What follows belongs to an exercise in optimizing a design on an open flow for small area and a short achievable clock period; a production flow would make more cautious choices. Only simulation tests tie the RTL to the original design; equivalence was not proved.

==> flow/design.v (excerpt) <==
module awgn_gen (
	input  wire logic clk,
	input  wire logic rst_n,
	input  wire logic run,
	input  wire logic [snr_pkg::snr_width-1:0] snr_db,
	input  wire logic snr_load,
	output logic signed [awgn_pkg::sample_width-1:0] awgn_out,
	output logic signed [awgn_pkg::quant_width-1:0] awgn_out_quant,
	output logic signed [snr_pkg::noise_width-1:0] noise_out,
	output logic sample_valid,
	output logic snr_err
);
For scale: roughly 870 cells after synthesis, ~57 I/O pins, about 7800 um2 of cells after synthesis.
==> flow/config.mk <==
export PLATFORM = sky130hd
export DESIGN_NAME = awgn_gen
export DESIGN_NICKNAME = awgn_gen
export VERILOG_FILES = /design/flow/design.v
export SDC_FILE = /design/flow/constraint.sdc
export NUM_CORES = 4
export LEC_CHECK = 0
export CAP_MARGIN = 20
export CORE_MARGIN = 2
export CORE_UTILIZATION = 60
export CTS_BUF_LIST = sky130_fd_sc_hd__clkbuf_4 sky130_fd_sc_hd__clkbuf_8
export CTS_CLUSTER_SIZE = 30
export SETUP_SLACK_MARGIN = 4.9
export SLEW_MARGIN = 20
export SYNTH_MEMORY_MAX_BITS = 16384
==> flow/constraint.sdc <==
create_clock -name core_clock -period 7.5 [get_ports {clk}]
set_input_delay 1.5000 -clock core_clock [delete_from_list [all_inputs] [get_ports {clk}]]
set_output_delay 1.5000 -clock core_clock [all_outputs]
set_load 0.01 [all_outputs]
standard.sh (not shown) runs the stock make flow with config.mk's settings and CLKGATE_MAP_FILE= SYNTH_SCRIPT=/design/flow/synth_recipe.tcl, a recipe that flattens the netlist after the stock synthesis.
==> flow/flow/run.sh <==
#!/bin/bash
# Standard layout, with the port buffers made from buf_2 cells instead of
# the default pick (a slow delay buffer). Each tool's output goes to a log here.
set -euo pipefail
export BUFFER_PORTS_ARGS="-buffer_cell sky130_fd_sc_hd__buf_1"
bash standard.sh > standard_make.log 2>&1
Then changed:
==> flow/flow/run.sh (replaced) <==
#!/bin/bash
# Standard synthesis, then the combinational logic is mapped again by ABC
# with a delay target (registers and tie cells are kept as they are, same
# instances, names and cells), then the standard layout from floorplan on.
# Port buffers are buf_1 cells. Each tool's output goes to a log here.
set -euo pipefail
here=$(pwd)
export BUFFER_PORTS_ARGS="-buffer_cell sky130_fd_sc_hd__buf_1"
YOSYS=${FLOW_HOME}/../tools/install/yosys/bin/yosys
PLAT=${FLOW_HOME}/platforms/${FLOW_PLATFORM}
LIB=${PLAT}/lib/sky130_fd_sc_hd__tt_025C_1v80.lib
RES=${here}/orfs/results/${FLOW_PLATFORM}/awgn_gen/base

bash standard.sh synth > standard_synth.log 2>&1

cp "${RES}/1_2_yosys.v" "${here}/synth_standard.v"
DONT_USE=$(sed -n '/DONT_USE_CELLS += /,/^$/p' "${PLAT}/config.mk" | tr -d '\\' | tr ' ' '\n' | grep '^sky130' | sed 's/^/-dont_use /' | tr '\n' ' ')
printf 'set_driving_cell sky130_fd_sc_hd__buf_1\nset_load 5\n' > "${here}/remap.constr"
cat > "${here}/remap.ys" <<EOY
read_liberty -ignore_miss_func ${LIB}
read_verilog ${here}/synth_standard.v
hierarchy -top ${FLOW_TOP}
setattr -mod -set keep_hierarchy 1 sky130_fd_sc_hd__*df* sky130_fd_sc_hd__*dl* sky130_fd_sc_hd__conb_1
flatten
opt -purge
abc -script ${here}/flow/remap.abc -liberty ${LIB} ${DONT_USE} -constr ${here}/remap.constr -D 1400
opt_clean -purge
hilomap -singleton -hicell sky130_fd_sc_hd__conb_1 HI -locell sky130_fd_sc_hd__conb_1 LO
splitnets
opt_clean -purge
insbuf -buf sky130_fd_sc_hd__buf_4 A X
opt_clean -purge
select ${FLOW_TOP}
write_verilog -noattr -nohex -nodec -selected ${here}/synth_remapped.v
stat -liberty ${LIB}
EOY
"${YOSYS}" -s "${here}/remap.ys" > remap_yosys.log 2>&1

# the registers must be the standard synthesis's, instance for instance
grep -E '^\s+sky130_fd_sc_hd__(\S*df\S*|\S*dl\S*) ' "${here}/synth_standard.v" | sort > flops_standard.txt
grep -E '^\s+sky130_fd_sc_hd__(\S*df\S*|\S*dl\S*) ' "${here}/synth_remapped.v" | sort > flops_remapped.txt
if ! cmp -s flops_standard.txt flops_remapped.txt || grep -q '^\s*assign ' "${here}/synth_remapped.v"; then
	echo "remap changed the registers or left assigns; using the standard netlist" >> remap_yosys.log
else
	cp "${here}/synth_remapped.v" "${RES}/1_2_yosys.v"
	rm -f "${RES}/1_synth.odb" "${RES}/1_synth.sdc"
fi

bash standard.sh > standard_make.log 2>&1
==> flow/flow/remap.abc (new file) <==
strash
dch -f
map -D 1400
topo
buffer -p
upsize -D 1400
dnsize -D 1400
SETUP_SLACK_MARGIN = 5.0   (was 4.9)
Outcome: Wire length shrinks by 8.7%. Worst setup slack improves by 0.079 ns. Clock skew shrinks by 0.0061 ns.
Then changed:
==> flow/flow/run.sh (replaced) <==
#!/bin/bash
# Standard layout, with the port buffers made from buf_1 cells instead of
# the default pick (a slow delay buffer). Each tool's output goes to a log here.
set -euo pipefail
export BUFFER_PORTS_ARGS="-buffer_cell sky130_fd_sc_hd__buf_1"
bash standard.sh > standard_make.log 2>&1
SETUP_SLACK_MARGIN = 4.8   (was 5.0)
removed: flow/flow/remap.abc
Routed wire length stays flat.
First-iteration DRC count went down by 9.6%.
Maximum frequency goes down by 3.5%.
Worst hold slack hardly moves.
Via count goes down by 6.9%.
Final cell count falls by 16%.
Global-route usage fell by 2.1 points.
Then changed:
==> flow/flow/run.sh (replaced) <==
#!/bin/bash
# Standard layout, with the port buffers made from buf_2 cells instead of
# the default pick (a slow delay buffer). Each tool's output goes to a log here.
set -euo pipefail
export BUFFER_PORTS_ARGS="-buffer_cell sky130_fd_sc_hd__buf_2"
bash standard.sh > standard_make.log 2>&1
Global-route usage went up by 0.88 points.
Via count is about the same.
Clock skew barely changes.
Worst setup slack is about the same.

## afterwards: timing with drivers on the ports
The flow's constraints put no driver on any port. The routed layouts listed below were extracted and timed again, unchanged, in two steps. Step 1: set_driving_cell puts a clkbuf_16 on clk and a buf_2 on each other input, an assumption about the parent block. Step 2, shift: input delay + t, output delay - t, t = (earliest + latest rising clock arrival at the registers) / 2. This alone moves slack from input paths to output paths. Slacks: ideal ports / drivers / drivers and shift; pairs: ideal ports / drivers.
| run | t, ns | slack for setup (ns) | worst setup path after step 2 | latest minus earliest clock arrival (ns) |
|---|---|---|---|---|
| the first run | 0.427 | 4.854 / 4.811 / 4.701 | input to register | 0.017 / 0.017 |
| the second run | 0.430 | 4.934 / 4.893 / 4.758 | input to register | 0.011 / 0.011 |
| the third run | 0.420 | 4.841 / 4.804 / 4.816 | input to register | 0.022 / 0.022 |
| the fourth run | 0.417 | 4.843 / 4.804 / 4.845 | input to register | 0.019 / 0.019 |
After both steps setup and hold are still met in every run listed. For the second run, which loses most, drivers alone change the setup slack by -0.041 ns; drivers and shift together by -0.176 ns.
